This design comes from an exercise in tuning for small area, a short achievable clock period and few clock cycles per item on the open sky130 flow, not from production work. In this exercise RTL edits were held to simulation tests only and were not proved equivalent to the original.

==> flow/design.v <==
`default_nettype none
package piccolo_pkg;
  function automatic logic [3:0] sbox(input logic [3:0] x);
    logic t0, t1, t2, t3;
    t0 = x[0] ^ ~(x[2] | x[3]);
    t3 = x[3] ^ ~(x[1] | x[2]);
    t2 = x[2] ^ ~(t0 | x[1]);
    t1 = x[1] ^ ~(t0 | t3);
    sbox = {t0, t3, ~t2, t1};
  endfunction
  function automatic logic [3:0] mul2(input logic [3:0] a);
    mul2 = {a[2:0], 1'b0} ^ (a[3] ? 4'h3 : 4'h0);
  endfunction
  function automatic logic [3:0] mul3(input logic [3:0] a);
    mul3 = mul2(a) ^ a;
  endfunction
  function automatic logic [15:0] mix_m(input logic [15:0] a);
    logic [3:0] a0, a1, a2, a3, d0, d1, d2, d3;
    a0 = a[15:12]; a1 = a[11:8]; a2 = a[7:4]; a3 = a[3:0];
    d0 = a0 ^ a1; d1 = a1 ^ a2; d2 = a2 ^ a3; d3 = a3 ^ a0;
    mix_m = {mul2(d0) ^ (a1 ^ d2),
             mul2(d1) ^ (a2 ^ d3),
             mul2(d2) ^ (a3 ^ d0),
             mul2(d3) ^ (a0 ^ d1)};
  endfunction
  function automatic logic [15:0] f_func(input logic [15:0] v);
    logic [15:0] a, m;
    a = {sbox(v[15:12]), sbox(v[11:8]), sbox(v[7:4]), sbox(v[3:0])};
    m = mix_m(a);
    f_func = {sbox(m[15:12]), sbox(m[11:8]), sbox(m[7:4]), sbox(m[3:0])};
  endfunction
  function automatic logic [31:0] con128(input logic [4:0] c);
    con128 = {c, 5'd0, c, 2'b00, c, 5'd0, c} ^ 32'h6547a98b;
  endfunction
  localparam logic [31:0] KS_E1 = 32'h53ac53ac;
  localparam logic [31:0] KS_E0 = 32'hc53ac53a;
  localparam logic [31:0] KS_O1 = 32'hac6ac6ac;
  localparam logic [31:0] KS_O0 = 32'h6ac6ac6a;
  function automatic logic [3:0] ksel(input logic [4:0] c);
    ksel = {KS_E1[c], KS_E0[c], KS_O1[c], KS_O0[c]};
  endfunction
  function automatic logic [63:0] rp_inv(input logic [63:0] v);
    rp_inv = {v[15:8], v[39:32], v[63:56], v[23:16], v[47:40], v[7:0], v[31:24], v[55:48]};
  endfunction
  function automatic logic [63:0] rp(input logic [63:0] v);
    rp = {v[47:40], v[7:0], v[31:24], v[55:48], v[15:8], v[39:32], v[63:56], v[23:16]};
  endfunction
endpackage
`default_nettype wire
`default_nettype none
module piccolo_round
(
  input  logic [63:0] x,
  input  logic [15:0] rk0,
  input  logic [15:0] rk1,
  output logic [63:0] y
);
  assign y = {x[63:48], x[47:32] ^ piccolo_pkg::f_func(x[63:48]) ^ rk0,
              x[31:16], x[15:0]  ^ piccolo_pkg::f_func(x[31:16]) ^ rk1};
endmodule
`default_nettype wire
`default_nettype none
module piccolo128_dec
(
  input  logic         clk,
  input  logic         reset,
  input  logic         start,
  input  logic [127:0] keyin,
  input  logic [63:0]  ciphertext,
  output logic         busy,
  output logic         done,
  output logic [63:0]  plaintext
);
  logic [127:0] r_key;
  logic [63:0]  r_s;
  logic [4:0]   r_c;           
  logic [15:0]  w_kin [8];
  logic [15:0]  w_k   [8];
  logic [3:0]   w_ksel;
  logic [31:0]  w_con;
  logic [15:0]  w_rk0, w_rk1;
  logic [63:0]  w_rnd, w_wk;
  always_comb begin
    for (int j = 0; j < 8; j++) begin
      w_kin[j] = keyin[127-16*j -: 16];
      w_k[j]   = r_key[127-16*j -: 16];
    end
  end
  assign w_ksel = piccolo_pkg::ksel(r_c);
  assign w_con  = piccolo_pkg::con128(r_c);
  assign w_rk0  = w_k[{w_ksel[3:2], 1'b0}] ^ w_con[31:16];
  assign w_rk1  = w_k[{w_ksel[1:0], 1'b1}] ^ w_con[15:0];
  piccolo_round u_round (
    .x   (r_s),
    .rk0 (w_rk0),
    .rk1 (w_rk1),
    .y   (w_rnd)
  );
  assign w_wk = (r_c == 5'd1) ?
                {w_k[0][15:8], w_k[1][7:0], 16'h0, w_k[1][15:8], w_k[0][7:0], 16'h0} : 64'h0;
  assign plaintext = piccolo_pkg::rp(r_s);
  always_ff @(posedge clk) begin
    if (!busy) begin
      r_key <= keyin;
      r_s   <= ciphertext ^ {w_kin[4][15:8], w_kin[7][7:0], 16'h0,
                             w_kin[7][15:8], w_kin[4][7:0], 16'h0};
      r_c   <= 5'd31;
    end else begin
      r_s   <= piccolo_pkg::rp_inv(w_rnd ^ w_wk);
      r_c   <= r_c - 5'd1;
    end
  end
  always_ff @(posedge clk) begin
    if (reset) begin
      busy <= 1'b0;
      done <= 1'b0;
    end else begin
      done <= busy && (r_c == 5'd1);
      if (!busy) busy <= start && !done;
      else if (r_c == 5'd1) busy <= 1'b0;
    end
  end
endmodule
`default_nettype wire
export LEC_CHECK = 0
export CAP_MARGIN = 20
export CORE_MARGIN = 2
export CORE_UTILIZATION = 40
export SETUP_SLACK_MARGIN = 3.0
export SLEW_MARGIN = 20
create_clock -name core_clock -period 6.0 [get_ports {clk}]
standard.sh (not shown) runs the stock make flow with config.mk's settings and CLKGATE_MAP_FILE= SYNTH_SCRIPT=/design/flow/synth_recipe.tcl, a recipe that flattens the netlist after the stock synthesis.
==> flow/flow/run.sh <==
#!/bin/bash
# Standard ORFS layout, except that the port buffers are the smallest
# buffer cell instead of the delay buffer buffer_ports picks on its own.
set -euo pipefail
export BUFFER_PORTS_ARGS="-buffer_cell sky130_fd_sc_hd__buf_1"
bash standard.sh > standard_flow.log 2>&1
Testbench counts at the start, summed over its fixed seeds: cycles 8,440, blocks 256.
Change:
--- a/flow/design.v
+++ b/flow/design.v
@@ -13,17 +13,16 @@
   endfunction
   function automatic logic [3:0] mul3(input logic [3:0] a);
     mul3 = mul2(a) ^ a;
   endfunction
   function automatic logic [15:0] mix_m(input logic [15:0] a);
-    logic [3:0] a0, a1, a2, a3, d0, d1, d2, d3;
+    logic [3:0] a0, a1, a2, a3;
     a0 = a[15:12]; a1 = a[11:8]; a2 = a[7:4]; a3 = a[3:0];
-    d0 = a0 ^ a1; d1 = a1 ^ a2; d2 = a2 ^ a3; d3 = a3 ^ a0;
-    mix_m = {mul2(d0) ^ (a1 ^ d2),
-             mul2(d1) ^ (a2 ^ d3),
-             mul2(d2) ^ (a3 ^ d0),
-             mul2(d3) ^ (a0 ^ d1)};
+    mix_m = {mul2(a0) ^ mul3(a1) ^ a2       ^ a3,
+            a0       ^ mul2(a1) ^ mul3(a2) ^ a3,
+            a0       ^ a1       ^ mul2(a2) ^ mul3(a3),
+            mul3(a0) ^ a1       ^ a2       ^ mul2(a3)};
   endfunction
   function automatic logic [15:0] f_func(input logic [15:0] v);
     logic [15:0] a, m;
     a = {sbox(v[15:12]), sbox(v[11:8]), sbox(v[7:4]), sbox(v[3:0])};
     m = mix_m(a);
Outcome: Register-to-register slack barely changes. Setup slack got worse by 0.0072 ns. Wire length rose slightly. Maximum frequency barely changes. Final cell count rose slightly. Hold slack gains 0.12 ns. First-iteration DRC count shrinks by a few percent. Synthesized area decreases by a few percent. Cell area grows by a few percent.
Testbench counts after the change, summed over its fixed seeds: cycles 8,440, blocks 256.

==> what the ideal ports hide <==
The results above use ideal ports. As a check the final layouts listed here were re-extracted and re-timed, cells and wires unchanged. Step 1 (the two cells are an assumption about what drives the block):
set clk [get_ports {clk}]
set_driving_cell -lib_cell sky130_fd_sc_hd__clkbuf_16 $clk
set_driving_cell -lib_cell sky130_fd_sc_hd__buf_2 [delete_from_list [all_inputs] $clk]
Step 2 moves the port delays by t, midway between the first and last clock arrival at a register: inputs arrive t later, outputs are due t later. That takes back most of the time a late clock gives input paths. Three values: no drivers, after step 1, after step 2; two values: the first two.
run | shift t [ns] | setup slack, ns | worst setup path at the end | clock arrival spread, ns
the first run | 0.497 | 3.091 / 3.091 / 3.091 | register to register | 0.016 / 0.016
the second run | 0.482 | 3.084 / 3.084 / 3.084 | register to register | 0.013 / 0.013
After both steps setup and hold are still met in every run listed.
